Context: an optimization exercise on an open-source flow, tuned for small area, a short achievable clock period and few clock cycles per item. The choices shown serve that exercise and are no tape-out recipe.
Only simulation tests tie the RTL to the original design; equivalence was not proved.
Power figures rest on the tool's default switching activity, not on a simulated workload.

--- design/flow/run.sh ---
#!/bin/bash
# synth_recipe.tcl (not shown) runs the flow's synth.tcl, then flattens the netlist and writes it again
# the make line also repeats each setting of config.mk as NAME=value (left out here)
make -C /OpenROAD-flow-scripts/flow DESIGN_CONFIG=/design/flow/config.mk WORK_HOME=/design/flow/orfs CLKGATE_MAP_FILE= SYNTH_SCRIPT=/design/flow/synth_recipe.tcl finish
--- design/flow/config.mk ---
export PLATFORM = sky130hd
export DESIGN_NAME = write_ring_offset_lookup_core
export DESIGN_NICKNAME = write_ring_offset_lookup_core
export VERILOG_FILES = /design/flow/design.v
export SDC_FILE = /design/flow/constraint.sdc
export NUM_CORES = 4
export LEC_CHECK = 0
export CAP_MARGIN = 20
export CORE_MARGIN = 2
export CORE_UTILIZATION = 40
export CTS_BUF_LIST = sky130_fd_sc_hd__clkbuf_4
export SETUP_SLACK_MARGIN = 2.9
export SLEW_MARGIN = 20
--- design/flow/constraint.sdc ---
create_clock -name core_clock -period 6.0 [get_ports {clock}]
set_input_delay 1.2000 -clock core_clock [delete_from_list [all_inputs] [get_ports {clock}]]
set_output_delay 1.2000 -clock core_clock [all_outputs]
set_load 0.01 [all_outputs]
--- design/flow/design.v ---
`timescale 1ns / 1ps
`default_nettype none
package wrol_pkg;
   localparam int DEF_SLOTS       = 16;
   localparam int DEF_LENGTH_BITS = 20;
   localparam int IN_LEN_W   = 20;
   localparam int HANDLE_W   = 32;
   localparam int OFFSET_W   = 24;
   localparam int SLOT_IDX_W = 4;
   localparam int OUT_LEN_W  = 20;
   localparam int SUM_W      = 25;
   localparam int REQ_DATA_W = 80;
   localparam int RSP_DATA_W = 112;
endpackage
`default_nettype wire
`timescale 1ns / 1ps
`default_nettype none
module wrol_ram #(
   parameter int DEPTH = 16,
   parameter int HW    = 32,
   parameter int SW    = 25
) (
   input  wire logic                   clock,
   input  wire logic                   reset,
   input  wire logic                   shift,
   input  wire logic [HW-1:0]          in_handle,
   input  wire logic [SW-1:0]          in_sum,
   output      logic [DEPTH-1:0]       valid,
   output      logic [DEPTH*HW-1:0]    handles,
   output      logic [DEPTH*SW-1:0]    sums,
   output      logic [SW-1:0]          base
);
   logic [HW-1:0] hdl_ff [DEPTH];
   logic [SW-1:0] sum_ff [DEPTH];
   logic [DEPTH-1:0] valid_ff;
   logic [SW-1:0] base_ff;
   always_ff @(posedge clock) begin
      if (shift) begin
         hdl_ff[0] <= in_handle;
         sum_ff[0] <= in_sum;
         for (int p = 1; p < DEPTH; p++) begin
            hdl_ff[p] <= hdl_ff[p-1];
            sum_ff[p] <= sum_ff[p-1];
         end
      end
      if (reset) begin
         valid_ff <= '0;
         base_ff  <= '0;
      end else if (shift) begin
         valid_ff <= {valid_ff[DEPTH-2:0], 1'b1};
         if (valid_ff[DEPTH-1]) begin
            base_ff <= sum_ff[DEPTH-1];
         end
      end
   end
   always_comb begin
      for (int p = 0; p < DEPTH; p++) begin
         handles[p*HW +: HW] = hdl_ff[p];
         sums[p*SW +: SW]    = sum_ff[p];
      end
   end
   assign valid = valid_ff;
   assign base  = base_ff;
endmodule
`default_nettype wire
`timescale 1ns / 1ps
`default_nettype none
module wrol_ctrl #(
   parameter int DEPTH = 16,
   parameter int SW    = 25
) (
   input  wire logic [SW-1:0]       target,
   input  wire logic [DEPTH-1:0]    valid,
   input  wire logic [DEPTH*SW-1:0] sums,
   output      logic [DEPTH-1:0]    hv
);
   logic [SW-1:0] diff [DEPTH];
   always_comb begin
      for (int p = 0; p < DEPTH; p++) begin
         diff[p] = sums[p*SW +: SW] + ~target;
         hv[p]   = valid[p] & ~diff[p][SW-1];
      end
   end
endmodule
module wrol_select #(
   parameter int DEPTH = 16,
   parameter int HW    = 32,
   parameter int SW    = 25,
   parameter int LW    = 20
) (
   input  wire logic [DEPTH-1:0]    hv,
   input  wire logic [DEPTH-1:0]    valid,
   input  wire logic [DEPTH*HW-1:0] handles,
   input  wire logic [DEPTH*SW-1:0] sums,
   input  wire logic [SW-1:0]       base,
   output      logic [3:0]          pos,
   output      logic [HW-1:0]       handle,
   output      logic [LW-1:0]       prev_sum
);
   logic [DEPTH-1:0] onehot;
   logic [DEPTH-1:0] prev_sel;
   logic             base_sel;
   always_comb begin
      for (int p = 0; p < DEPTH - 1; p++) begin
         onehot[p] = hv[p] & ~hv[p+1];
      end
      onehot[DEPTH-1] = hv[DEPTH-1];
      prev_sel[0] = 1'b0;
      base_sel    = onehot[DEPTH-1];
      for (int p = 1; p < DEPTH; p++) begin
         prev_sel[p] = onehot[p-1] & valid[p];
         base_sel    = base_sel | (onehot[p-1] & ~valid[p]);
      end
      handle   = '0;
      prev_sum = base_sel ? base[LW-1:0] : '0;
      pos      = '0;
      for (int p = 0; p < DEPTH; p++) begin
         handle   = handle | ({HW{onehot[p]}} & handles[p*HW +: HW]);
         prev_sum = prev_sum | ({LW{prev_sel[p]}} & sums[p*SW +: LW]);
         pos      = pos | ({4{onehot[p]}} & 4'(p));
      end
   end
endmodule
`default_nettype wire
`timescale 1ns / 1ps
`default_nettype none
module write_ring_offset_lookup_core #(
   parameter int SLOTS       = wrol_pkg::DEF_SLOTS,
   parameter int LENGTH_BITS = wrol_pkg::DEF_LENGTH_BITS
) (
   input  wire logic                            clock,
   input  wire logic                            reset,
   input  wire logic                            req_tvalid,
   output      logic                            req_tready,
   input  wire logic                            req_tuser,
   input  wire logic [wrol_pkg::REQ_DATA_W-1:0] req_tdata,
   output      logic                            rsp_tvalid,
   input  wire logic                            rsp_tready,
   output      logic                            rsp_tuser,
   output      logic [wrol_pkg::RSP_DATA_W-1:0] rsp_tdata
);
   localparam int HW = wrol_pkg::HANDLE_W;
   localparam int SW = wrol_pkg::SUM_W;
   localparam int LW = wrol_pkg::OUT_LEN_W;
   logic                shift;
   logic [SLOTS-1:0]    valid;
   logic [SLOTS*HW-1:0] handles;
   logic [SLOTS*SW-1:0] sums;
   logic [SW-1:0]       base;
   logic [3:0]          wr_slot_ff;
   logic a_v_ff, b_v_ff, c_v_ff, d_v_ff, o_v_ff;
   logic a_free, b_free, c_free, d_free, o_free;
   logic all_full;
   logic          a_lookup_ff;
   logic [LW-1:0] a_len_ff;      
   logic [HW-1:0] a_handle_ff;   
   logic          b_lookup_ff;
   logic [SW-1:0] b_sum_ff;
   logic [HW-1:0] b_handle_ff;
   logic             c_lookup_ff;
   logic [SLOTS-1:0] c_hv_ff;       
   logic [LW-1:0]    c_x_ff;        
   logic [HW-1:0]    c_evh_ff;      
   logic             c_ev_ff;       
   logic          d_lookup_ff;
   logic          d_found_ff;       
   logic [3:0]    d_slot_ff;
   logic [HW-1:0] d_handle_ff;
   logic [LW-1:0] d_x_ff;           
   logic [HW-1:0] d_y_ff;           
   logic          o_lookup_ff;
   logic          o_found_ff;
   logic [3:0]    o_slot_ff;
   logic [HW-1:0] o_handle_ff;
   logic [LW-1:0] o_len_ff;
   logic          o_ev_ff;
   logic [HW-1:0] o_evh_ff;
   logic [SLOTS-1:0] lk_hv;
   logic [3:0]       lk_pos;
   logic [HW-1:0]    lk_handle;
   logic [LW-1:0]    lk_prev;
   logic [SW-1:0] tot_ff;
   logic [SW-1:0] bb_ff;
   logic [SW-1:0] new_tot;
   logic [SW-1:0] target;
   logic          a_go;
   logic          full_b;      
   logic [SW-1:0] oldest_b;    
   wrol_ram #(
      .DEPTH (SLOTS),
      .HW    (HW),
      .SW    (SW)
   ) u_record_ram (
      .clock     (clock),
      .reset     (reset),
      .shift     (shift),
      .in_handle (b_handle_ff),
      .in_sum    (b_sum_ff),
      .valid     (valid),
      .handles   (handles),
      .sums      (sums),
      .base      (base)
   );
   wrol_ctrl #(
      .DEPTH (SLOTS),
      .SW    (SW)
   ) u_ctrl (
      .target (b_sum_ff),
      .valid  (valid),
      .sums   (sums),
      .hv     (lk_hv)
   );
   wrol_select #(
      .DEPTH (SLOTS),
      .HW    (HW),
      .SW    (SW),
      .LW    (LW)
   ) u_select (
      .hv       (c_hv_ff),
      .valid    (valid),
      .handles  (handles),
      .sums     (sums),
      .base     (base),
      .pos      (lk_pos),
      .handle   (lk_handle),
      .prev_sum (lk_prev)
   );
   assign o_free     = !o_v_ff || rsp_tready;
   assign d_free     = !d_v_ff || o_free;
   assign c_free     = !c_v_ff || d_free;
   assign b_free     = !b_v_ff || c_free;
   assign a_free     = !a_v_ff || b_free;
   assign all_full   = a_v_ff && b_v_ff && c_v_ff && d_v_ff && o_v_ff;
   assign req_tready = !all_full || rsp_tready;
   assign a_go       = a_v_ff && b_free;
   assign shift      = b_v_ff && !b_lookup_ff && c_free;
   always_comb begin
      if (b_v_ff && !b_lookup_ff) begin
         full_b   = valid[SLOTS-2];
         oldest_b = sums[(SLOTS-2)*SW +: SW];
      end else begin
         full_b   = valid[SLOTS-1];
         oldest_b = sums[(SLOTS-1)*SW +: SW];
      end
   end
   assign new_tot = tot_ff + SW'(a_len_ff);
   assign target  = {1'b0, a_handle_ff[3:0], a_len_ff} + bb_ff;
   always_ff @(posedge clock) begin
      if (reset) begin
         a_v_ff     <= 1'b0;
         b_v_ff     <= 1'b0;
         c_v_ff     <= 1'b0;
         d_v_ff     <= 1'b0;
         o_v_ff     <= 1'b0;
         tot_ff     <= '0;
         bb_ff      <= '0;
         wr_slot_ff <= '0;
      end else begin
         if (a_free) a_v_ff <= req_tvalid;
         if (b_free) b_v_ff <= a_v_ff;
         if (c_free) c_v_ff <= b_v_ff;
         if (d_free) d_v_ff <= c_v_ff;
         if (o_free) o_v_ff <= d_v_ff;
         if (shift) wr_slot_ff <= wr_slot_ff + 1'b1;
         if (a_go && !a_lookup_ff) begin
            tot_ff <= new_tot;
            if (full_b) begin
               bb_ff <= oldest_b;
            end
         end
      end
      if (a_free) begin
         a_lookup_ff <= req_tuser;
         if (req_tuser) begin
            a_len_ff    <= req_tdata[71:52];
            a_handle_ff <= HW'(req_tdata[75:72]);
         end else begin
            a_len_ff    <= req_tdata[19:0];
            a_handle_ff <= req_tdata[51:20];
         end
      end
      if (b_free) begin
         b_lookup_ff <= a_lookup_ff;
         b_sum_ff    <= a_lookup_ff ? target : new_tot;
         b_handle_ff <= a_handle_ff;
      end
      if (c_free) begin
         c_lookup_ff <= b_lookup_ff;
         c_hv_ff     <= lk_hv;
         c_ev_ff     <= valid[SLOTS-1];
         if (b_lookup_ff) begin
            c_x_ff <= b_sum_ff[LW-1:0];
         end else begin
            c_x_ff <= valid[SLOTS-1] ? LW'(sums[(SLOTS-1)*SW +: SW] - base) : '0;
         end
         c_evh_ff <= valid[SLOTS-1] ? handles[(SLOTS-1)*HW +: HW] : '0;
      end
      if (d_free) begin
         d_lookup_ff <= c_lookup_ff;
         d_x_ff      <= c_x_ff;
         if (c_lookup_ff) begin
            d_found_ff  <= c_hv_ff[0];
            d_slot_ff   <= wr_slot_ff + ~lk_pos;
            d_handle_ff <= lk_handle;
            d_y_ff      <= HW'(lk_prev);
         end else begin
            d_found_ff  <= c_ev_ff;
            d_slot_ff   <= wr_slot_ff - 1'b1;
            d_handle_ff <= handles[HW-1:0];
            d_y_ff      <= c_evh_ff;
         end
      end
      if (o_free) begin
         o_lookup_ff <= d_lookup_ff;
         if (d_lookup_ff) begin
            o_found_ff  <= d_found_ff;
            o_slot_ff   <= d_found_ff ? d_slot_ff : '0;
            o_handle_ff <= d_handle_ff;
            o_len_ff    <= d_found_ff ? (d_x_ff - d_y_ff[LW-1:0]) : '0;
            o_ev_ff     <= 1'b0;
            o_evh_ff    <= '0;
         end else begin
            o_found_ff  <= 1'b1;
            o_slot_ff   <= d_slot_ff;
            o_handle_ff <= d_handle_ff;
            o_len_ff    <= d_x_ff;
            o_ev_ff     <= d_found_ff;
            o_evh_ff    <= d_y_ff;
         end
      end
   end
   assign rsp_tvalid = o_v_ff;
   assign rsp_tuser  = o_found_ff;
   assign rsp_tdata  = {3'b000,
                        o_evh_ff,
                        o_lookup_ff ? '0 : o_len_ff,
                        o_ev_ff,
                        o_lookup_ff ? o_len_ff : '0,
                        o_handle_ff,
                        o_slot_ff};
endmodule
`default_nettype wire
==> impl_metrics.tcl, run 1 <==
set metrics [dict create \
    placeableCoreArea_mm2 0.152 \
    cellLeakagePower_uw 0.0270 \
    post-route-period-util_pct 59.5 \
    cts_inserted_buffers 377 \
    synth-edff-count 1274 \
    detailroute.via_count 41800 \
    postSynth.topFlopCell "edfxtp_1" \
    syn-instance-count 4395 \
    timing.critical_path.required_ps 4800 \
    final.setup.tns_ps 0 \
    max_stage_delay_ps 430 \
    crit_path_slowest_cell "edfxtp_1" \
    area.growth.synth_to_final_pct 16.8 \
    drt-vias-per-instance 5.77 \
    hold-worst-slack_ps 361 \
    end_kind "output pin" \
    ys_top_cells_by_count "edfxtp_1 (1274), ha_1 (454), nand2_1 (315)" \
    yosys_warnings 7 \
    worstSkewPairLatency_ps 1350 \
    timing.max_cap.violations 0 \
    critPathMostFrequentCell "buf_6" \
    wirelength_um 186000 \
    report.final.slew_viol_count 0 \
    clkTransAtPathRegs_ps 70 \
    clock_tree.htree_level_count 5 \
    gr-total-overflow 0 \
    hold_viol 0 \
    place_worst_setup_slack_ps 1780 \
    setup.worst_path.start_class "flop" \
    largest-register "u_record_ram.hdl_ff" \
    clock_sinks 1369 \
    grt_max_degree 135 \
    seq_area_frac_synth_pct 65.3 \
    setup_ws_ps 2430 \
    globalRouteTotalUtil_pct 23.1 \
    clk_root_buffer_cell "clkbuf_4" \
    design.final.nets 5507 \
    timing.max_slew.rel_slack_pct 17.9 \
    floorplan.initialDensity_pct 40.4 \
    detail_route.first_pass.iterations 5 \
    placement.io_buffers 192 \
    grt_first_pass_wirelength_um 268000 \
    critical_path_arrival_ps 2370 \
    layout.cells.non_filler 7245 \
    hold_class "in2reg" \
    post-dp-hpwl_um 119000 \
    synthMostInstantiatedCell "edfxtp_1" \
    placed_cell_count 6497 \
    post_synth_top_area_share_pct 62.2 \
    ioPinCount 200 \
    post-route-drc-count 0 \
    crit_chain "buf_6 -> buf_6 -> buf_6 -> and2_4 -> buf_6" \
    postSynth.asyncResetShare_pct 0 \
    wl_per_cell_um 25.6 \
    number_of_antenna_violations_at_the_first_check_in_global_routing 9 \
    die_x_um 396 \
    largest_reg_flops 512 \
    synth_area_leaders "edfxtp_1 (62%), ha_1 (9.2%), dfxtp_1 (3.1%), a22oi_1 (2.7%), nand2_1 (1.9%)" \
    max-clock-path-buffers 4 \
    vias_in_the_first_global_route 40600 \
    gp_congestion 0.933 \
    layout.area.seq_mm2 0.0402 \
    std_cell_rows 143 \
    grt_setup_unrepaired "true" \
    synth.avg_cell_area_um2 14.0 \
    die_area_mm2 0.157 \
    multiInputGateArea_mm2 0.0209 \
    syn_area_mm2 0.0615 \
    route.antenna.remaining_nets 0 \
    max_freq_mhz 280 \
    finalInstanceArea_mm2 0.0718 \
    synth_top_cell_by_area "edfxtp_1" \
    total_setup_violations_reported_at_the_end_of_the_flow 0 \
    initialDrtViolationCount 4992 \
    die_height_um 396 \
    vdd_drop_max_mv 0.206 \
    powerDensity_mw_per_mm2 294 \
    timing_worst_setup_path_type "reg2out" \
    status "timing/DRC/antenna clean" \
    placed_area_mm2 0.0660 \
    layout_cells_sized_above_1_pct 20.5 \
    fillerInstances 13400 \
    synth_cell_type_count 87 \
    reg.largest.list "u_record_ram.hdl_ff (512), u_record_ram.sum_ff (400)" \
    path_max_fanout 5 \
    synth.ff_latch_count 1369 \
    min_period_ps 3570 \
    timing_worst_slew_pin_value_ps 1230 \
    final.setup_skew_ps 160 \
    cts_tree "done" \
]
-- per-stage QoR --
step                util, %  power (µW)
floorplan                 -       12100
global placement       43.3       12800
detailed placement     43.3       12800
CTS                    46.7       21200
global route           47.2       22000
finish                 47.2       21100
-- area by class of cell --
class | count | area share (%)
inverter | 122 | 0.758
clock inverter | 71 | 0.500
sequential | 1369 | 55.9
antenna | 4 | 0.0139
timing repair buffer | 364 | 4.40
clock buffer | 556 | 5.81
multi-input combinational | 2729 | 29.1
tap | 2030 | 3.54
-- cells in the final DEF (no fill, tap or decap), types with 14 or more instances in the layout --
cell and instances:
o21ai_0 111, buf_2 82, clkdlybuf4s50_1 78, clkinvlp_4 19, nor2b_4 16, a21oi_2 19, nand4_1 133, o2bb2ai_1 14
xnor2_1 53, a21oi_1 170, mux2_2 33, clkinv_1 56, a21o_1 139, or2_2 16, inv_1 100, dfxtp_1 94
a31oi_1 15, a211oi_1 36, nor2b_1 99, a22oi_1 225, mux2i_1 36, buf_6 33, o21a_1 32, a22o_1 70
xor2_1 40, edfxtp_1 1274, nor2_1 179, a221oi_1 74, o21ai_1 15, and2_1 62, ha_1 452, nand2_1 310
buf_4 141, nand3_1 54, clkbuf_4 556, a222oi_1 17, nor3_1 26
-- per-layer routing --
metal	GRT usage (%)	vias up	part of all wire, %
met1	33.1	20600	43
met2	34.2	2234	44
met4	8.56	6	3.2
li1	-	18600	-
met5	0	-	0.022
met3	5.10	361	9.4
-- logic make-up (layout without fill, tap and decap cells) --
logic type / after synthesis / in the layout / synth area share, %
simple gates: 1021 / 1022 / 8.34
buf+inv: 300 / 1113 / 1.90
flops: 1369 / 1369 / 65.3
mux: 70 / 70 / 1.21
compound gates: 1082 / 1082 / 12.5
fa+ha+maj: 459 / 459 / 9.40
other cells: 1 / 7 / 0.00610
xor+xnor: 93 / 93 / 1.32
-- critical path, delay by kind of cell (launching register included) --
kind / cells / cell delay, ps
buf+inv: 4 / 520
flops: 1 / 430
simple gates: 1 / 130
-- power breakdown --
group	total, µW	switching [µW]	internal, µW
clock network	8240	3920	4320
registers	10900	235	10700
logic	1900	1110	787
total	21100	5260	15800
-- worst paths after layout --
path / from / to / slack, ps / cells past startpoint
setup / recovery: o_lookup_ff$_DFFE_PP_ / rsp_tdata[41] / 2430 / 5
hold / removal: reset / b_v_ff$_SDFFE_PP0P_ / 360 / 2
setup reg to reg: c_hv_ff[11]$_DFFE_PP_ / d_y_ff[18]$_DFFE_PP_ / 2870 / 7
hold reg to reg: u_record_ram.sum_ff[1][20]$_DFFE_PP_ / u_record_ram.sum_ff[2][20]$_DFFE_PP_ / 390 / 0
-- repair_timing --
action / in CTS / in global routing
hold buffers: 0 / 0
cloned: 1 / 5
endpoints found under the setup margin: 512 / 565
gates resized for setup: 409 / 198
pin swaps: 15 / 34
setup buffers: 69 / 41
Testbench counts, summed over its fixed seeds: cycles 8,040, items 8,000.
==> inputs of run 2 (changes only) <==
--- a/design/flow/config.mk
+++ b/design/flow/config.mk
@@ -9,3 +9,3 @@
 export CORE_MARGIN = 2
-export CORE_UTILIZATION = 40
+export CORE_UTILIZATION = 55
 export CTS_BUF_LIST = sky130_fd_sc_hd__clkbuf_4
==> impl_metrics.tcl, run 2 <==
set metrics [dict create \
    global_route_layer_with_the_greatest_usage "met1" \
    placed_cell_count 5959 \
    synth-edff-count 1274 \
    syn-instance-count 4395 \
    synth.ff_latch_count 1369 \
    crit_chain "buf_6 -> buf_16 -> and2_1 -> buf_2" \
    ioPinCount 200 \
    die_height_um 338 \
    final.setup_skew_ps 78.3 \
    max_freq_mhz 285 \
    hold_class "reg2reg" \
    die_x_um 338 \
    crit_path_slowest_cell "edfxtp_1" \
    timing.critical_path.required_ps 4800 \
    vias_in_the_first_global_route 40500 \
    post-route-period-util_pct 58.5 \
    clock_tree.htree_level_count 5 \
    path_max_fanout 7 \
    floorplan.initialDensity_pct 55.5 \
    grt_setup_unrepaired "true" \
    largest-register "u_record_ram.hdl_ff" \
    rr_startpoint "b_sum_ff[2]$_DFFE_PP_" \
    synth_cell_type_count 87 \
    wl_per_cell_um 27.1 \
    yosys_warnings 7 \
    timing_worst_slew_pin_value_ps 1090 \
    worstSkewPairLatency_ps 1300 \
    final_cell_mix "edfxtp_1 (1274), clkbuf_4 (565), ha_1 (440), nand2_1 (310), a22oi_1 (225)" \
    detail_route.first_pass.iterations 8 \
    clk_root_buffer_cell "clkbuf_4" \
    wirelength_um 183000 \
    rrSetupSlack_ps 2830 \
    vdd_drop_max_mv 0.179 \
    post_synth_top_area_share_pct 62.2 \
    synthMostInstantiatedCell "edfxtp_1" \
    timing.max_cap.violations 0 \
    synth.avg_cell_area_um2 14.0 \
    area.growth.synth_to_final_pct 16.5 \
    clock_sinks 1369 \
    cellLeakagePower_uw 0.0270 \
    seq_area_frac_synth_pct 65.3 \
    ff2ff_path_depth 10 \
    regToRegEndpoint "c_hv_ff[8]$_DFFE_PP_" \
    hold_viol 0 \
    met1_demand_to_capacity_share_in_global_routing_pct 47.1 \
    die_area_mm2 0.114 \
    fillerInstances 8521 \
    number_of_antenna_violations_at_the_first_check_in_global_routing 6 \
    powerDensity_mw_per_mm2 296 \
    layout_cells_sized_above_1_pct 21.7 \
    status "timing/DRC/antenna clean" \
    synth_area_leaders "edfxtp_1 (62%), ha_1 (9.2%), dfxtp_1 (3.1%), a22oi_1 (2.7%), nand2_1 (1.9%)" \
    cts_inserted_buffers 371 \
    min_period_ps 3510 \
    finalCoreUtilization_pct 64.6 \
    drt-vias-per-instance 6.21 \
    final.setup.tns_ps 0 \
    max_stage_delay_ps 470 \
    placeableCoreArea_mm2 0.111 \
    grt.met3_usage_pct 7.88 \
    number_of_buffers_inserted_by_hold_repair_at_cts 0 \
    critical_path_arrival_ps 2310 \
    end_kind "output pin" \
    initialDrtViolationCount 5213 \
    largest_reg_flops 512 \
    post-dp-hpwl_um 116000 \
    gp_congestion 0.930 \
    grt_max_degree 179 \
    grt_first_pass_wirelength_um 265000 \
    std_cell_rows 122 \
    mostFrequentLayoutCell "edfxtp_1" \
    postSynth.asyncResetShare_pct 0 \
    reg.largest.list "u_record_ram.hdl_ff (512), u_record_ram.sum_ff (400)" \
    route.antenna.remaining_nets 0 \
    detailroute.via_count 41900 \
    report.final.slew_viol_count 0 \
    min_delay_path_depth 0 \
    gr-total-overflow 0 \
    timing.max_slew.rel_slack_pct 26.4 \
    globalRouteTotalUtil_pct 31.5 \
    layout.cells.non_filler 6752 \
    hold_path_end "o_handle_ff[3]$_DFFE_PP_" \
    holdCritStartpoint "d_handle_ff[3]$_DFFE_PP_" \
    design.final.nets 5524 \
    total_setup_violations_reported_at_the_end_of_the_flow 0 \
    max-clock-path-buffers 4 \
    clkTransAtPathRegs_ps 70 \
    grt_use_met2_pct 45.3 \
    ys_top_cells_by_count "edfxtp_1 (1274), ha_1 (454), nand2_1 (315)" \
    postSynth.topFlopCell "edfxtp_1" \
    placement.io_buffers 192 \
    cts_tree "done" \
    timing_worst_setup_path_type "reg2out" \
    synth_top_cell_by_area "edfxtp_1" \
    setup.worst_path.start_class "flop" \
    syn_area_mm2 0.0615 \
    post-route-drc-count 0 \
]
run 2: cell counts after synthesis:
No cell type changed its count.
run 2: layer usage:
layer | vias up | share of wire (%) | routed length (µm)
met2 | 2350 | 43 | 79100
met3 | 301 | 11 | 19900
met5 | - | 0 | 0
met1 | 20600 | 43 | 79600
met4 | 0 | 2.6 | 4710
li1 | 18600 | - | -
run 2: cells by family after synthesis:
| logic type | count (synthesis) | share of synthesized area, % |
|---|---|---|
| buf+inv | 300 | 1.90 |
| compound gates | 1082 | 12.5 |
| other cells | 1 | 0.00610 |
| mux | 70 | 1.21 |
| xor+xnor | 93 | 1.32 |
| simple gates | 1021 | 8.34 |
| flops | 1369 | 65.3 |
| fa+ha+maj | 459 | 9.40 |
run 2: power breakdown:
group          internal, µW  switching [µW]
Sequential            10700             208
Combinational           862            1180
Clock                  4310            3920
run 2: how the worst max path moves through the flow:
stage / depth (start not counted) / slack, ps / startpoint / endpoint
floorplan: 7 / 780 / rsp_tready / u_record_ram.hdl_ff[0][0]$_DFFE_PP_
global placement: 9 / 1330 / rsp_tready / u_record_ram.base_ff[9]$_SDFFE_PP0P_
detailed placement: 9 / 1290 / rsp_tready / u_record_ram.base_ff[12]$_SDFFE_PP0P_
CTS: 4 / 2410 / o_lookup_ff$_DFFE_PP_ / rsp_tdata[74]
global route: 4 / 2330 / o_lookup_ff$_DFFE_PP_ / rsp_tdata[74]
finish: 4 / 2490 / o_lookup_ff$_DFFE_PP_ / rsp_tdata[53]
run 2: what timing repair did:
item	4_1_cts	5_1_grt
setup buffers	88	41
pin swaps	16	64
gates resized for setup	580	118
endpoints found under the setup margin	154	809
cloned	3	4
run 2: worst max-delay path, delay by kind of cell (launching register included):
| family | cells | cell delay (ps) |
|---|---|---|
| buf+inv | 3 | 460 |
| simple gates | 1 | 120 |
| flops | 1 | 470 |
run 2: layout make-up:
class | count | area, µm² | share of cell area (%)
repair inverters | 1 | 5.00 | 0.00699
well taps | 1488 | 1860 | 2.60
clock inverters | 83 | 345 | 0.482
multi-input cells | 2728 | 21200 | 29.5
flip-flops and latches | 1369 | 40200 | 56.1
clock buffers | 565 | 4240 | 5.92
repair buffers | 387 | 3290 | 4.59
diodes | 9 | 22.5 | 0.0314
inverters | 122 | 551 | 0.769
run 2: stage by stage:
stage          instance area, µm²  power (µW)  setup WS [ps]  hold WS, ps
6_report                    71600       21200           2490          393
5_1_grt                     71600       22100           2330          411
4_1_cts                     70600       21200           2410          360
3_5_place_dp                65300       12800           1290          405
3_3_place_gp                65300       12800           1330          401
2_1_floorplan               61600       12100            776          400
==> inputs of run 3 (changes only) <==
--- a/design/flow/design.v
+++ b/design/flow/design.v
@@ -150,8 +150,13 @@
    logic [3:0]          wr_slot_ff;
-   logic a_v_ff, b_v_ff, c_v_ff, d_v_ff, o_v_ff;
-   logic a_free, b_free, c_free, d_free, o_free;
-   logic all_full;
-   logic          a_lookup_ff;
-   logic [LW-1:0] a_len_ff;      
-   logic [HW-1:0] a_handle_ff;   
+   logic b_v_ff, c_v_ff, d_v_ff, o_v_ff;
+   logic b_free, c_free, d_free, o_free;
+   logic          s_v_ff;
+   logic          s_lookup_ff;
+   logic [LW-1:0] s_len_ff;
+   logic [HW-1:0] s_handle_ff;
+   logic          take;
+   logic          in_v;
+   logic          in_lookup;
+   logic [LW-1:0] in_len;       
+   logic [HW-1:0] in_handle;    
    logic          b_lookup_ff;
@@ -170,3 +175,2 @@
    logic [HW-1:0] d_y_ff;           
-   logic          o_lookup_ff;
    logic          o_found_ff;
@@ -174,4 +178,5 @@
    logic [HW-1:0] o_handle_ff;
-   logic [LW-1:0] o_len_ff;
+   logic [LW-1:0] o_byte_ff;
    logic          o_ev_ff;
+   logic [LW-1:0] o_evl_ff;
    logic [HW-1:0] o_evh_ff;
@@ -185,3 +190,3 @@
    logic [SW-1:0] target;
-   logic          a_go;
+   logic          b_enter;
    logic          full_b;      
@@ -231,8 +236,24 @@
    assign b_free     = !b_v_ff || c_free;
-   assign a_free     = !a_v_ff || b_free;
-   assign all_full   = a_v_ff && b_v_ff && c_v_ff && d_v_ff && o_v_ff;
-   assign req_tready = !all_full || rsp_tready;
-   assign a_go       = a_v_ff && b_free;
+   assign req_tready = !s_v_ff;
+   assign take       = req_tvalid && !s_v_ff;
+   assign in_v       = s_v_ff || take;
+   assign b_enter    = in_v && b_free;
    assign shift      = b_v_ff && !b_lookup_ff && c_free;
    always_comb begin
+      if (s_v_ff) begin
+         in_lookup = s_lookup_ff;
+         in_len    = s_len_ff;
+         in_handle = s_handle_ff;
+      end else begin
+         in_lookup = req_tuser;
+         if (req_tuser) begin
+            in_len    = req_tdata[71:52];
+            in_handle = HW'(req_tdata[75:72]);
+         end else begin
+            in_len    = req_tdata[19:0];
+            in_handle = req_tdata[51:20];
+         end
+      end
+   end
+   always_comb begin
       if (b_v_ff && !b_lookup_ff) begin
@@ -245,7 +266,7 @@
    end
-   assign new_tot = tot_ff + SW'(a_len_ff);
-   assign target  = {1'b0, a_handle_ff[3:0], a_len_ff} + bb_ff;
+   assign new_tot = tot_ff + SW'(in_len);
+   assign target  = {1'b0, in_handle[3:0], in_len} + bb_ff;
    always_ff @(posedge clock) begin
       if (reset) begin
-         a_v_ff     <= 1'b0;
+         s_v_ff     <= 1'b0;
          b_v_ff     <= 1'b0;
@@ -258,4 +279,8 @@
       end else begin
-         if (a_free) a_v_ff <= req_tvalid;
-         if (b_free) b_v_ff <= a_v_ff;
+         if (b_free) begin
+            b_v_ff <= in_v;
+            s_v_ff <= 1'b0;
+         end else if (take) begin
+            s_v_ff <= 1'b1;
+         end
          if (c_free) c_v_ff <= b_v_ff;
@@ -264,3 +289,3 @@
          if (shift) wr_slot_ff <= wr_slot_ff + 1'b1;
-         if (a_go && !a_lookup_ff) begin
+         if (b_enter && !in_lookup) begin
             tot_ff <= new_tot;
@@ -271,16 +296,11 @@
       end
-      if (a_free) begin
-         a_lookup_ff <= req_tuser;
-         if (req_tuser) begin
-            a_len_ff    <= req_tdata[71:52];
-            a_handle_ff <= HW'(req_tdata[75:72]);
-         end else begin
-            a_len_ff    <= req_tdata[19:0];
-            a_handle_ff <= req_tdata[51:20];
-         end
+      if (!s_v_ff) begin
+         s_lookup_ff <= req_tuser;
+         s_len_ff    <= in_len;
+         s_handle_ff <= in_handle;
       end
       if (b_free) begin
-         b_lookup_ff <= a_lookup_ff;
-         b_sum_ff    <= a_lookup_ff ? target : new_tot;
-         b_handle_ff <= a_handle_ff;
+         b_lookup_ff <= in_lookup;
+         b_sum_ff    <= in_lookup ? target : new_tot;
+         b_handle_ff <= in_handle;
       end
@@ -313,3 +333,2 @@
       if (o_free) begin
-         o_lookup_ff <= d_lookup_ff;
          if (d_lookup_ff) begin
@@ -318,4 +337,5 @@
             o_handle_ff <= d_handle_ff;
-            o_len_ff    <= d_found_ff ? (d_x_ff - d_y_ff[LW-1:0]) : '0;
+            o_byte_ff   <= d_found_ff ? (d_x_ff - d_y_ff[LW-1:0]) : '0;
             o_ev_ff     <= 1'b0;
+            o_evl_ff    <= '0;
             o_evh_ff    <= '0;
@@ -325,4 +345,5 @@
             o_handle_ff <= d_handle_ff;
-            o_len_ff    <= d_x_ff;
+            o_byte_ff   <= '0;
             o_ev_ff     <= d_found_ff;
+            o_evl_ff    <= d_x_ff;
             o_evh_ff    <= d_y_ff;
@@ -333,9 +354,3 @@
    assign rsp_tuser  = o_found_ff;
-   assign rsp_tdata  = {3'b000,
-                        o_evh_ff,
-                        o_lookup_ff ? '0 : o_len_ff,
-                        o_ev_ff,
-                        o_lookup_ff ? o_len_ff : '0,
-                        o_handle_ff,
-                        o_slot_ff};
+   assign rsp_tdata  = {3'b000, o_evh_ff, o_evl_ff, o_ev_ff, o_byte_ff, o_handle_ff, o_slot_ff};
 endmodule
--- a/design/flow/config.mk
+++ b/design/flow/config.mk
@@ -9,3 +9,3 @@
 export CORE_MARGIN = 2
-export CORE_UTILIZATION = 55
+export CORE_UTILIZATION = 40
 export CTS_BUF_LIST = sky130_fd_sc_hd__clkbuf_4
==> impl_metrics.tcl, run 3 <==
set metrics [dict create \
    postSynth.asyncResetShare_pct 0 \
    std_cell_rows 144 \
    cellLeakagePower_uw 0.0280 \
    synth_area_leaders "edfxtp_1 (63%), ha_1 (9.2%), dfxtp_1 (3.1%), a22oi_1 (2.4%), nand2_1 (1.8%)" \
    detailroute.via_count 42500 \
    worstSkewPairLatency_ps 1310 \
    total_setup_violations_reported_at_the_end_of_the_flow 0 \
    critical_path_arrival_ps 1980 \
    vdd_drop_max_mv 0.178 \
    holdCritStartpoint "c_x_ff[0]$_DFFE_PP_" \
    timing.critical_path.required_ps 4800 \
    syn_area_mm2 0.0619 \
    clock_sinks 1388 \
    end_kind "output pin" \
    post_synth_top_area_share_pct 62.7 \
    route.antenna.remaining_nets 0 \
    detail_route.first_pass.iterations 6 \
    die_area_mm2 0.158 \
    design.final.nets 5556 \
    gr-total-overflow 0 \
    wirelength_um 194000 \
    post-dp-hpwl_um 124000 \
    cts_inserted_buffers 380 \
    area.growth.synth_to_final_pct 18.3 \
    setup.worst_path.start_class "flop" \
    grt_max_degree 134 \
    timing_worst_slew_pin_value_ps 1130 \
    final.setup_skew_ps 115 \
    timing_worst_setup_path_type "reg2out" \
    synthMostInstantiatedCell "edfxtp_1" \
    finalInstanceArea_mm2 0.0732 \
    fillerInstances 13700 \
    placement.io_buffers 192 \
    min_period_ps 3180 \
    powerDensity_mw_per_mm2 297 \
    number_of_antenna_violations_at_the_first_check_in_global_routing 10 \
    globalRouteTotalUtil_pct 23.9 \
    floorplan.initialDensity_pct 40.2 \
    final_cell_mix "edfxtp_1 (1292), clkbuf_4 (557), ha_1 (441), nand2_1 (294), nor2_1 (204)" \
    hold_viol 0 \
    path_max_fanout 4 \
    hold_path_end "d_x_ff[0]$_DFFE_PP_" \
    rr_startpoint "b_sum_ff[21]$_DFFE_PP_" \
    post-route-period-util_pct 53.0 \
    synth_cell_type_count 84 \
    placeableCoreArea_mm2 0.154 \
    vias_in_the_first_global_route 41400 \
    synth.ff_latch_count 1388 \
    finalPower_uw 21700 \
    clk_root_buffer_cell "clkbuf_4" \
    regToRegEndpoint "c_hv_ff[6]$_DFFE_PP_" \
    synth_top_cell_by_area "edfxtp_1" \
    synth.avg_cell_area_um2 14.1 \
    ioPinCount 200 \
    grt_first_pass_wirelength_um 277000 \
    min_delay_path_depth 0 \
    cts_tree "done" \
    number_of_buffers_inserted_by_hold_repair_at_cts 0 \
    hold_class "reg2reg" \
    ys_top_cells_by_count "edfxtp_1 (1292), ha_1 (454), nand2_1 (298)" \
    finalCoreUtilization_pct 47.6 \
    largest-register "u_record_ram.hdl_ff" \
    reg.largest.list "u_record_ram.hdl_ff (512), u_record_ram.sum_ff (400)" \
    timing.max_cap.violations 0 \
    initialDrtViolationCount 5094 \
    layout_cells_sized_above_1_pct 21.5 \
    gp_congestion 0.949 \
    timing.max_slew.rel_slack_pct 22.5 \
    status "timing/DRC/antenna clean" \
    drt-vias-per-instance 5.81 \
    max_freq_mhz 314 \
    max-clock-path-buffers 4 \
    grt_setup_unrepaired "true" \
    worstSetupStartpoint "s_v_ff$_SDFFE_PP0P_" \
    mostFrequentLayoutCell "edfxtp_1" \
    yosys_warnings 7 \
    postSynth.topFlopCell "edfxtp_1" \
    die_height_um 397 \
    placed_area_mm2 0.0667 \
    seq_area_frac_synth_pct 65.8 \
    syn-instance-count 4401 \
    post-route-drc-count 0 \
    largest_reg_flops 512 \
    report.final.slew_viol_count 0 \
    final.setup.tns_ps 0 \
    clock_tree.htree_level_count 5 \
    clkTransAtPathRegs_ps 70 \
    wl_per_cell_um 26.5 \
    rrSetupSlack_ps 2830 \
    hold-worst-slack_ps 362 \
    ff2ff_path_depth 9 \
    die_x_um 397 \
    synth-edff-count 1292 \
]
## run 3: changes by cell type in the layout (fill, tap and decap cells not counted), moves of 17 or more
cell	previous run	this run
a21o_1	139	89
a21oi_1	158	185
a22o_1	71	101
a22oi_1	225	198
and2_4	20	3
edfxtp_1	1274	1292
mux2_2	33	1
mux2i_1	36	58
nand2b_1	10	29
nand4_1	133	102
nor2_1	177	204
nor2b_1	103	69
## run 3: metrics by stage
stage,setup slack (ps),cells
after floorplan,872,4403
after global placement,974,6532
after detailed placement,932,6533
after CTS,2600,7269
after global routing,2660,7317
final,2820,7319
## run 3: kinds of logic (layout without fill, tap and decap cells)
logic type,count (synthesis),in the layout,synth area share [%]
flip-flops,1388,1388,65.8
AO/OA/AOI/OAI,1123,1123,12.9
AND/OR/NAND/NOR,971,973,7.64
adder cells (fa/ha/maj),459,459,9.34
buffers and inverters,295,1158,1.83
XOR/XNOR,98,98,1.39
multiplexers,66,66,1.08
other,1,10,0.00606
## run 3: worst max-delay path by stage
stage                                     endpoint  slack [ps]  depth (start not counted)
2_1_floorplan  u_record_ram.hdl_ff[0][0]$_DFFE_PP_         870                          6
3_3_place_gp                b_sum_ff[22]$_DFFE_PP_         970                         13
3_5_place_dp                b_sum_ff[24]$_DFFE_PP_         930                         13
4_1_cts                              rsp_tdata[87]        2600                          1
5_1_grt                                 req_tready        2660                          3
6_report                                req_tready        2820                          3
## run 3: power by group
| group | switching (µW) | total (µW) | internal, µW |
|---|---|---|---|
| clock | 3980 | 8230 | 4250 |
| sequential | 170 | 11000 | 10800 |
| combinational | 1510 | 2530 | 1020 |
| total | 5660 | 21700 | 16100 |
## run 3: routing by layer
metal	up-vias	part of all wire, %	track usage (%)
li1	18800	-	-
met1	20900	42	33.4
met2	2434	44	35.6
met3	400	10	6.08
met4	14	3.2	9.20
met5	-	0.061	0.151
## run 3: timing repair
| item | in CTS | in global routing |
|---|---|---|
| setup endpoints to repair | 615 | 352 |
| setup buffers | 94 | 39 |
| gates resized for setup | 623 | 115 |
| cloned | 4 | 3 |
| endpoints found under the hold margin | 0 | 0 |
| pin swaps | 33 | 61 |
## run 3: critical path, cell delays in order (launching register included)
cell	delay, ps
dfxtp_4	410
buf_12	150
inv_6	30
buf_6	110
## run 3: layout make-up
cell class | instances | area (µm²) | share of cell area (%)
Sequential cell | 1388 | 40700 | 55.6
Multi-Input combinational cell | 2722 | 21300 | 29.2
Clock buffer | 557 | 4180 | 5.71
Timing Repair Buffer | 406 | 3510 | 4.80
Tap cell | 2044 | 2560 | 3.49
Inverter | 113 | 520 | 0.711
Clock inverter | 81 | 339 | 0.463
Antenna cell | 7 | 17.5 | 0.0239
Timing Repair inverter | 1 | 8.76 | 0.0120
Testbench counts of run 3, summed over its fixed seeds: cycles 8,032, items 8,000.
==> inputs of run 4 (changes only) <==
--- a/design/flow/config.mk
+++ b/design/flow/config.mk
@@ -7,2 +7,3 @@
 export LEC_CHECK = 0
+export ABC_AREA = 1
 export CAP_MARGIN = 20
==> impl_metrics.tcl, run 4 <==
set metrics [dict create \
    grt_setup_unrepaired "true" \
    clkTransAtPathRegs_ps 70 \
    clk_root_buffer_cell "clkbuf_4" \
    final_cell_mix "nand2_1 (1809), edfxtp_1 (1292), inv_1 (622), clkbuf_4 (566), nor2_1 (487)" \
    timing_worst_setup_path_type "reg2out" \
    number_of_buffers_inserted_by_hold_repair_at_cts 0 \
    largest-register "u_record_ram.hdl_ff" \
    wirelength_um 199000 \
    crit_chain "buf_12 -> inv_8 -> buf_6" \
    floorplan.initialDensity_pct 40.1 \
    status "timing/DRC/antenna clean" \
    regToRegEndpoint "b_sum_ff[22]$_DFFE_PP_" \
    cellLeakagePower_uw 0.0316 \
    rr_startpoint "s_v_ff$_SDFFE_PP0P_" \
    mostFrequentLayoutCell "nand2_1" \
    synth.avg_cell_area_um2 10.4 \
    yosys_warnings 7 \
    synth.ff_latch_count 1388 \
    clock_sinks 1388 \
    die_x_um 410 \
    timing_worst_slew_pin_value_ps 1030 \
    globalRouteTotalUtil_pct 23.1 \
    crit_path_slowest_cell "dfxtp_4" \
    largest_reg_flops 512 \
    std_cell_rows 149 \
    detailroute.via_count 49000 \
    ioPinCount 200 \
    post-route-period-util_pct 53.5 \
    placement.io_buffers 192 \
    number_of_antenna_violations_at_the_first_check_in_global_routing 8 \
    rrSetupSlack_ps 2870 \
    synth-edff-count 1292 \
    grt_max_degree 146 \
    synth_area_leaders "edfxtp_1 (59%), nand2_1 (10%), ha_1 (8.6%), inv_1 (3.6%), dfxtp_1 (2.9%)" \
    worstSkewPairLatency_ps 1360 \
    layout_cells_sized_above_1_pct 13.3 \
    placeableCoreArea_mm2 0.164 \
    clock_tree.htree_level_count 5 \
    finalPower_uw 22600 \
    synth_cell_type_count 43 \
    syn-instance-count 6334 \
    cts_inserted_buffers 380 \
    power_switching_uw 6170 \
    design.final.nets 7401 \
    post-dp-hpwl_um 138000 \
    max-clock-path-buffers 4 \
    initialDrtViolationCount 4707 \
    vias_in_the_first_global_route 47200 \
    placed_area_mm2 0.0709 \
    timing.max_slew.rel_slack_pct 30.7 \
    power_switching_share_pct 27.4 \
    post_synth_top_area_share_pct 58.8 \
    worstSetupStartpoint "s_v_ff$_SDFFE_PP0P_" \
    drt-vias-per-instance 5.25 \
    p_int_uw 16400 \
    max_stage_delay_ps 360 \
    end_kind "output pin" \
    hold_class "in2reg" \
    clock_power_share_pct 37.2 \
    setup.worst_path.start_class "flop" \
    min_period_ps 3210 \
    post-route-drc-count 0 \
    grt_first_pass_wirelength_um 292000 \
    critical_path_arrival_ps 2010 \
    die_area_mm2 0.168 \
    detail_route.first_pass.iterations 6 \
    report.final.slew_viol_count 0 \
    timing.max_cap.violations 0 \
    synth_top_cell_by_area "edfxtp_1" \
    gr-total-overflow 0 \
    timing.critical_path.required_ps 4800 \
    hold-worst-slack_ps 357 \
    cts_tree "done" \
    finalInstanceArea_mm2 0.0759 \
    finalCoreUtilization_pct 46.2 \
    max_freq_mhz 312 \
    route.antenna.remaining_nets 0 \
    ys_top_cells_by_count "nand2_1 (1816), edfxtp_1 (1292), inv_1 (637)" \
    area.growth.synth_to_final_pct 15.0 \
    synthMostInstantiatedCell "nand2_1" \
    wl_per_cell_um 21.3 \
    reg.largest.list "u_record_ram.hdl_ff (512), u_record_ram.sum_ff (400)" \
    seq_power_share_pct 50.0 \
    path_max_fanout 4 \
    postSynth.topFlopCell "edfxtp_1" \
    timing.critical_path.to "req_tready" \
    total_setup_violations_reported_at_the_end_of_the_flow 0 \
    holdCritStartpoint "reset" \
    syn_area_mm2 0.0660 \
    final.setup_skew_ps 151 \
    ff2ff_path_depth 18 \
    seq_area_frac_synth_pct 61.7 \
    die_height_um 410 \
    final.setup.tns_ps 0 \
    hold_viol 0 \
    comb_power_share_pct 12.9 \
    powerDensity_mw_per_mm2 297 \
    gp_congestion 0.977 \
    postSynth.asyncResetShare_pct 0 \
    vdd_drop_max_mv 0.200 \
]
[run 4: changes by cell type in the layout (fill, tap and decap cells not counted), sizes merged, moves of 65 or more]
cell    delta
buf       -93
a221oi    -79
nor2b     -89
a21o      -78
nand3    +277
nand2   +1518
nor2     +295
a22oi    -199
inv      +536
and2      -65
a21oi    +167
[run 4: worst max-delay path, delay by kind of cell (launching register included)]
| kind | cells | cell delay (ps) |
|---|---|---|
| DFF | 1 | 360 |
| buffers and inverters | 3 | 290 |
[run 4: power groups by stage]
stage / sequential [µW] / combinational [µW] / clock (µW)
2_1_floorplan: 11400 / 1710 / 0
3_3_place_gp: 11500 / 2740 / 0
3_5_place_dp: 11500 / 2810 / 0
4_1_cts: 11300 / 2810 / 8590
5_1_grt: 11300 / 3230 / 9080
6_report: 11300 / 2900 / 8380
[run 4: cell families after synthesis]
group           share of synthesized area (%)
mux                                    0.0853
fa+ha+maj                                8.76
compound gates                           6.56
other cells                           0.00568
simple gates                             17.7
flops                                    61.7
buf+inv                                  4.67
xor+xnor                                0.518
[run 4: routing by layer]
metal	global-route usage (%)	wire length, µm
met5	0	26
met2	33.4	84200
met1	32.6	87400
met4	9.82	8020
met3	6.38	19000
[run 4: worst min path at each step]
stage	endpoint	slack (ps)	cells past startpoint
6_report	tot_ff[3]$_SDFFE_PP0P_	360	4
5_1_grt	tot_ff[3]$_SDFFE_PP0P_	290	4
4_1_cts	tot_ff[3]$_SDFFE_PP0P_	180	4
3_5_place_dp	d_x_ff[10]$_DFFE_PP_	400	0
3_3_place_gp	d_x_ff[8]$_DFFE_PP_	400	0
2_1_floorplan	d_x_ff[0]$_DFFE_PP_	400	0
[run 4: metrics by stage]
stage	cells	setup WS [ps]
floorplan	6336	-340
global placement	8627	1400
detailed placement	8627	1390
CTS	9296	2620
global route	9322	2640
finish	9323	2790
[run 4: area by class of cell]
| cell class | instances | area, µm² |
|---|---|---|
| multi-input combinational | 4134 | 22700 |
| tap | 2189 | 2740 |
| sequential | 1388 | 40700 |
| timing repair buffer | 311 | 2580 |
| clock inverter | 81 | 402 |
| fill | 15600 | 88500 |
| antenna | 12 | 30.0 |
| timing repair inverter | 1 | 7.51 |
| clock buffer | 566 | 4250 |
| inverter | 641 | 2460 |
[run 4: what timing repair did]
| item | 4_1_cts | 5_1_grt |
|---|---|---|
| endpoints found under the setup margin | 1079 | 299 |
| buffers inserted | 18 | 14 |
| pin swaps | 1 | 0 |
| resized for setup | 504 | 63 |
| cloned | 4 | 1 |
==> inputs of run 5 (changes only) <==
--- a/design/flow/config.mk
+++ b/design/flow/config.mk
@@ -7,3 +7,2 @@
 export LEC_CHECK = 0
-export ABC_AREA = 1
 export CAP_MARGIN = 20
@@ -14 +13,2 @@
 export SLEW_MARGIN = 20
+export TNS_END_PERCENT = 10
==> impl_metrics.tcl, run 5 <==
set metrics [dict create \
    number_of_antenna_violations_at_the_first_check_in_global_routing 6 \
    postSynth.asyncResetShare_pct 0 \
    synth.avg_cell_area_um2 14.1 \
    clock_sinks 1388 \
    layout.area.seq_mm2 0.0407 \
    max_freq_mhz 299 \
    timing.max_slew.rel_slack_pct 19.1 \
    status "timing/DRC/antenna clean" \
    cts_tree "done" \
    max_stage_delay_ps 570 \
    ff2ff_path_depth 10 \
    global_route_layer_with_the_greatest_usage "met2" \
    final.setup_skew_ps 144 \
    timing.critical_path.to "c_hv_ff[7]$_DFFE_PP_" \
    route.antenna.remaining_nets 0 \
    seq_power_share_pct 51.0 \
    reg.largest.list "u_record_ram.hdl_ff (512), u_record_ram.sum_ff (400)" \
    ys_top_cells_by_count "edfxtp_1 (1292), ha_1 (454), nand2_1 (298)" \
    placeableCoreArea_mm2 0.154 \
    crit_chain "clkinvlp_4 -> buf_4 -> buf_4 -> ha_1 -> nand4_1 -> nor4_1 -> o41ai_2 -> a211oi_4 -> xnor2_1 -> nor2_1" \
    timing.critical_path.required_ps 7080 \
    area.growth.synth_to_final_pct 17.7 \
    setup_ws_ps 2660 \
    wirelength_um 190000 \
    met1_demand_to_capacity_share_in_global_routing_pct 33.3 \
    syn-instance-count 4401 \
    post_synth_top_area_share_pct 62.7 \
    gp_congestion 0.966 \
    wl_per_cell_um 26.1 \
    worstSetupStartpoint "b_sum_ff[10]$_DFFE_PP_" \
    std_cell_rows 144 \
    clock_tree.htree_level_count 5 \
    synthMostInstantiatedCell "edfxtp_1" \
    globalRouteTotalUtil_pct 23.6 \
    grt_use_met2_pct 35.1 \
    largest_reg_flops 512 \
    critPathMostFrequentCell "buf_4" \
    synth_cell_type_count 84 \
    fillerInstances 13700 \
    layout_cells_sized_above_1_pct 19.1 \
    end_kind "flop" \
    yosys_warnings 7 \
    cts_inserted_buffers 377 \
    total_setup_violations_reported_at_the_end_of_the_flow 0 \
    powerDensity_mw_per_mm2 295 \
    vdd_drop_max_mv 0.174 \
    synth_area_leaders "edfxtp_1 (63%), ha_1 (9.2%), dfxtp_1 (3.1%), a22oi_1 (2.4%), nand2_1 (1.8%)" \
    clkTransAtPathRegs_ps 70 \
    post-route-period-util_pct 55.7 \
    final_cell_mix "edfxtp_1 (1292), clkbuf_4 (554), ha_1 (443), nand2_1 (292), nor2_1 (205)" \
    comb_power_share_pct 11.4 \
    path_max_fanout 7 \
    clk_root_buffer_cell "clkbuf_4" \
    detail_route.first_pass.iterations 6 \
    ioPinCount 200 \
    grt_max_degree 177 \
    timing.max_cap.violations 0 \
    multiInputGateArea_mm2 0.0210 \
    holdCritStartpoint "reset" \
    crit_path_slowest_cell "a211oi_4" \
    seq_area_frac_synth_pct 65.8 \
    hold_viol 0 \
    detailroute.via_count 42400 \
    synth.ff_latch_count 1388 \
    cellLeakagePower_uw 0.0280 \
    rr_startpoint "b_sum_ff[10]$_DFFE_PP_" \
    power_switching_share_pct 25.9 \
    rrSetupSlack_ps 2660 \
    vias_in_the_first_global_route 41200 \
    clock_power_share_pct 37.6 \
    critical_path_arrival_ps 4420 \
    regToRegEndpoint "c_hv_ff[7]$_DFFE_PP_" \
    grt_first_pass_wirelength_um 274000 \
    mostFrequentLayoutCell "edfxtp_1" \
    drt-vias-per-instance 5.82 \
    grt.met3_usage_pct 5.78 \
    synth_top_cell_by_area "edfxtp_1" \
    worstSkewPairLatency_ps 1380 \
    min_period_ps 3340 \
    placement.io_buffers 192 \
    report.final.slew_viol_count 0 \
    hold_class "in2reg" \
    synth-edff-count 1292 \
    p_int_uw 15900 \
    setup.worst_path.start_class "flop" \
    post-dp-hpwl_um 123000 \
    syn_area_mm2 0.0619 \
    timing_worst_setup_path_type "reg2reg" \
    timing_worst_slew_pin_value_ps 1180 \
    largest-register "u_record_ram.hdl_ff" \
    postSynth.topFlopCell "edfxtp_1" \
    gr-total-overflow 0 \
    grt_setup_unrepaired "true" \
    floorplan.initialDensity_pct 40.2 \
    max-clock-path-buffers 4 \
    initialDrtViolationCount 5178 \
    final.setup.tns_ps 0 \
    power_switching_uw 5580 \
    design.final.nets 5538 \
    place_worst_setup_slack_ps 1290 \
    die_x_um 397 \
    die_area_mm2 0.158 \
    die_height_um 397 \
    post-route-drc-count 0 \
]
[run 5: cell count changes in the layout (fill, tap and decap cells not counted), sizes merged, moves of 77 or more]
cell / previous run / this run
nor2b: 0 / 88
nor2: 507 / 212
nand2: 1816 / 298
a21oi: 375 / 208
a22oi: 0 / 199
dlygate4sd2: 0 / 77
a221oi: 12 / 91
inv: 635 / 96
nand3: 344 / 67
a21o: 11 / 89
[run 5: what timing repair did]
item,CTS,global route
endpoints found under the setup margin,695,1015
setup buffers,110,15
endpoints found under the hold margin,0,0
gates cloned,2,1
pin swaps,70,15
hold buffers,0,0
resized for setup,444,29
[run 5: metal layers]
layer	share of wire, %	routed length, µm
met1	43	80900
met2	44	83900
met3	9.8	18600
met4	3.6	6830
met5	0	0
[run 5: cell families after synthesis]
| kind of cell | Yosys count | synth area share, % |
|---|---|---|
| compound gates | 1123 | 12.9 |
| xor+xnor | 98 | 1.39 |
| fa+ha+maj | 459 | 9.34 |
| buf+inv | 295 | 1.83 |
| flops | 1388 | 65.8 |
| mux | 66 | 1.08 |
| other cells | 1 | 0.00606 |
| simple gates | 971 | 7.64 |
[run 5: layout make-up]
class | instances | area share [%]
timing repair buffer | 394 | 4.87
antenna | 9 | 0.0309
multi-input combinational | 2720 | 28.9
tap | 2044 | 3.51
sequential | 1388 | 55.9
clock inverter | 68 | 0.366
clock buffer | 553 | 5.70
inverter | 113 | 0.720
[run 5: stage by stage]
stage               hold slack [ps]  std cells  util [%]  power (µW)  cell area, µm²
finish                          339       7289      47.3       21500           72800
global route                    253       7285      47.3       22400           72800
CTS                             209       7264      47.1       21600           72500
detailed placement              405       6531      43.2       13300           66500
global placement                402       6531      43.2       13200           66500
floorplan                       400       4403         -       12400           62000
[run 5: power by group through the flow]
stage	clock, µW	combinational (µW)	sequential, µW
after floorplan	0	1290	11100
after global placement	0	2030	11200
after detailed placement	0	2070	11200
after CTS	8280	2400	11000
after global routing	8770	2680	11000
final	8090	2460	11000
[run 5: worst min-delay path by stage]
| stage | cells after the start | endpoint |
|---|---|---|
| 6_report | 2 | wr_slot_ff[3]$_SDFFE_PP0P_ |
| 3_5_place_dp | 0 | d_x_ff[17]$_DFFE_PP_ |
| 5_1_grt | 2 | wr_slot_ff[3]$_SDFFE_PP0P_ |
| 4_1_cts | 2 | wr_slot_ff[3]$_SDFFE_PP0P_ |
| 3_3_place_gp | 0 | u_record_ram.hdl_ff[0][31]$_DFFE_PP_ |
| 2_1_floorplan | 0 | d_x_ff[0]$_DFFE_PP_ |
[run 5: critical path: cells and delay by family, from the launching register on]
family                     cells  cell delay, ps
xor gates and xnor gates       1             210
and+or+nand+nor                3             600
adders and majority gates      1             300
DFF                            1             540
buffers and inverters          3             620
AOI/OAI and AO/OA              2             810
==> inputs of run 6 (changes only) <==
--- a/design/flow/config.mk
+++ b/design/flow/config.mk
@@ -9,3 +9,3 @@
 export CORE_MARGIN = 2
-export CORE_UTILIZATION = 40
+export CORE_UTILIZATION = 60
 export CTS_BUF_LIST = sky130_fd_sc_hd__clkbuf_4
@@ -13,2 +13 @@
 export SLEW_MARGIN = 20
-export TNS_END_PERCENT = 10
==> impl_metrics.tcl, run 6 <==
set metrics [dict create \
    initialDrtViolationCount 5864 \
    hold_viol 0 \
    synth-edff-count 1292 \
    postSynth.topFlopCell "edfxtp_1" \
    status "timing/DRC/antenna clean" \
    grt_setup_unrepaired "true" \
    gp_congestion 0.930 \
    rr_startpoint "s_v_ff$_SDFFE_PP0P_" \
    met1_demand_to_capacity_share_in_global_routing_pct 50.5 \
    power_switching_share_pct 25.5 \
    ioPinCount 200 \
    cts_inserted_buffers 366 \
    die_x_um 325 \
    regToRegEndpoint "b_sum_ff[14]$_DFFE_PP_" \
    timing_worst_slew_pin_value_ps 1180 \
    number_of_antenna_violations_at_the_first_check_in_global_routing 5 \
    synth_cell_type_count 84 \
    area.growth.synth_to_final_pct 17.4 \
    multiInputGateArea_mm2 0.0216 \
    crit_chain "clkdlybuf4s50_1 -> mux2i_4 -> o21ai_4 -> ha_4 -> inv_2 -> fa_2 -> nor2b_2 -> o31a_2 -> o2111ai_4 -> a31oi_4 -> buf_4 -> a31oi_1 -> xnor2_1 -> nor2_1 -> a21oi_1" \
    wirelength_um 180000 \
    hold_path_end "tot_ff[21]$_SDFFE_PP0P_" \
    path_buf_inv 3 \
    grt_first_pass_wirelength_um 264000 \
    hold_class "in2reg" \
    path_max_fanout 3 \
    layout.area.seq_mm2 0.0407 \
    ff2ff_path_depth 15 \
    detailroute.via_count 42500 \
    vdd_drop_max_mv 0.181 \
    critPathTopFamily "compound AO/OA/AOI/OAI gates" \
    min_delay_path_depth 2 \
    mostFrequentLayoutCell "edfxtp_1" \
    grt.met3_usage_pct 6.91 \
    detail_route.first_pass.iterations 10 \
    setup.worst_path.start_class "input port" \
    placeableCoreArea_mm2 0.102 \
    place_worst_setup_slack_ps 856 \
    clock_power_share_pct 37.6 \
    wl_per_cell_um 27.3 \
    final.setup.tns_ps 0 \
    clock_tree.htree_level_count 5 \
    critical_path_arrival_ps 4060 \
    grt_use_met2_pct 49.7 \
    report.final.slew_viol_count 0 \
    post-route-period-util_pct 53.5 \
    synth_area_leaders "edfxtp_1 (63%), ha_1 (9.2%), dfxtp_1 (3.1%), a22oi_1 (2.4%), nand2_1 (1.8%)" \
    crit_path_slowest_cell "clkdlybuf4s50_1" \
    seq_power_share_pct 50.9 \
    route.antenna.remaining_nets 0 \
    end_kind "flop" \
    globalRouteTotalUtil_pct 33.7 \
    ys_top_cells_by_count "edfxtp_1 (1292), ha_1 (454), nand2_1 (298)" \
    layout.cells.non_filler 6606 \
    timing.critical_path.required_ps 6850 \
    largest-register "u_record_ram.hdl_ff" \
    powerDensity_mw_per_mm2 297 \
    post-route-drc-count 0 \
    fillerInstances 7094 \
    max-clock-path-buffers 4 \
    vias_in_the_first_global_route 40900 \
    post_synth_top_area_share_pct 62.7 \
    max_stage_delay_ps 530 \
    final.setup_skew_ps 121 \
    cts_tree "done" \
    final_cell_mix "edfxtp_1 (1292), clkbuf_4 (529), ha_1 (436), nand2_1 (292), nor2_1 (209)" \
    timing_worst_setup_path_type "in2reg" \
    die_height_um 325 \
    timing.max_cap.violations 0 \
    finalInstanceArea_mm2 0.0727 \
    clock_sinks 1388 \
    clk_root_buffer_cell "clkbuf_4" \
    synth.ff_latch_count 1388 \
    total_setup_violations_reported_at_the_end_of_the_flow 0 \
    min_period_ps 3210 \
    gr-total-overflow 0 \
    p_int_uw 16100 \
    floorplan.initialDensity_pct 60.7 \
    synth_top_cell_by_area "edfxtp_1" \
    drt-vias-per-instance 6.44 \
    largest_reg_flops 512 \
    global_route_layer_with_the_greatest_usage "met1" \
    yosys_warnings 7 \
    placed_area_mm2 0.0657 \
    cellLeakagePower_uw 0.0279 \
    synthMostInstantiatedCell "edfxtp_1" \
    syn-instance-count 4401 \
    post-dp-hpwl_um 115000 \
    postSynth.asyncResetShare_pct 0 \
    timing.max_slew.rel_slack_pct 21.6 \
    placement.io_buffers 192 \
    max_freq_mhz 312 \
    std_cell_rows 117 \
    design.final.nets 5529 \
    grt_max_degree 145 \
    layout_cells_sized_above_1_pct 20.2 \
    setup_ws_ps 2790 \
    die_area_mm2 0.106 \
    placed_cell_count 5853 \
    holdCritStartpoint "reset" \
    rrSetupSlack_ps 2800 \
    worstSkewPairLatency_ps 1230 \
    number_of_buffers_inserted_by_hold_repair_at_cts 0 \
    reg.largest.list "u_record_ram.hdl_ff (512), u_record_ram.sum_ff (400)" \
    worstSetupStartpoint "req_tdata[0]" \
    comb_power_share_pct 11.5 \
    synth.avg_cell_area_um2 14.1 \
    syn_area_mm2 0.0619 \
    power_switching_uw 5500 \
    clkTransAtPathRegs_ps 70 \
    seq_area_frac_synth_pct 65.8 \
]
-- run 6: changes by cell type in the layout (fill, tap and decap cells not counted), moves of 9 or more --
cell / before / now
dlygate4sd2_1: 77 / 13
clkdlybuf4s15_1: 0 / 46
clkbuf_4: 554 / 529
buf_2: 26 / 38
clkdlybuf4s15_2: 0 / 11
a21oi_1: 191 / 181
buf_4: 171 / 161
o21ai_0: 115 / 105
and2_1: 59 / 68
-- run 6: layout make-up --
type                       count  share of cell area, %
antenna                        7                 0.0241
clock buffer                 529                   5.47
clock inverter                85                  0.689
inverter                     113                  0.701
multi-input combinational   2722                   29.7
sequential                  1388                   56.1
tap                         1368                   2.36
timing repair buffer         393                   5.03
timing repair inverter         1                 0.0121
-- run 6: through the flow --
stage,util (%),hold slack [ps],power [µW]
final,71.2,246,21600
after global routing,71.2,204,22400
after CTS,70.3,127,21600
after detailed placement,64.4,405,13200
after global placement,64.4,401,13200
after floorplan,-,400,12400
-- run 6: per-layer routing --
metal  part of all wire (%)  wire, µm
met5                      0         0
met2                     44     79600
met1                     42     75600
met3                     11     20500
met4                    2.5      4490
-- run 6: worst max path at each step --
stage	to	cells after the start
finish	b_sum_ff[14]$_DFFE_PP_	15
global placement	b_sum_ff[24]$_DFFE_PP_	15
floorplan	u_record_ram.hdl_ff[0][0]$_DFFE_PP_	6
global route	tot_ff[20]$_SDFFE_PP0P_	14
CTS	req_tready	3
detailed placement	b_sum_ff[24]$_DFFE_PP_	15
-- run 6: logic make-up after synthesis --
logic type / count (synthesis) / synth area share [%]
AOI/OAI and AO/OA: 1123 / 12.9
xor gates and xnor gates: 98 / 1.39
adders and majority gates: 459 / 9.34
buffers and inverters: 295 / 1.83
DFF: 1388 / 65.8
muxes: 66 / 1.08
other: 1 / 0.00606
and+or+nand+nor: 971 / 7.64
-- run 6: power groups by stage --
stage / combinational, µW / clock, µW / sequential (µW)
6_report: 2490 / 8110 / 11000
5_1_grt: 2710 / 8730 / 11000
4_1_cts: 2330 / 8250 / 11000
3_5_place_dp: 2020 / 0 / 11200
3_3_place_gp: 1970 / 0 / 11200
2_1_floorplan: 1300 / 0 / 11100
-- run 6: timing repair --
item	CTS	global route
setup buffers	105	19
pin swaps	54	88
setup endpoints to repair	286	58
cloned	4	4
resized for setup	466	143

==> static timing again, ports no longer ideal <==
No port has a modelled driver above. Below, the same layouts with a new extraction and two added sets of constraints. Step 1 assumes that a clkbuf_16 drives the clock port and a buf_2 every other input. Step 2 moves the port delays by t, midway between the first and last clock arrival at a register: inputs arrive t later, outputs are due t later. That takes back most of the time a late clock gives input paths. Three values: ideal, step 1, step 2; two values: the first two.
| run | t (ns) | setup WS [ns] | worst slew at a driven data input, ns |
|---|---|---|---|
| run 1 | 1.341 | 2.432 / 2.365 / 1.886 | 0.06 |
| run 2 | 1.331 | 2.492 / 2.423 / 1.706 | 0.05 |
| run 3 | 1.332 | 2.820 / 2.743 / 1.621 | 0.09 |
| run 4 | 1.365 | 2.791 / 2.714 / 1.670 | 0.07 |
| run 5 | 1.371 | 2.658 / 2.658 / 1.525 | 0.08 |
| run 6 | 1.240 | 2.790 / 2.801 / 1.596 | 0.06 |
After both steps setup and hold are still met in every run listed. The setup slack of run 3, which loses most, moves by -0.077 ns with the drivers and by -1.199 ns with both steps.
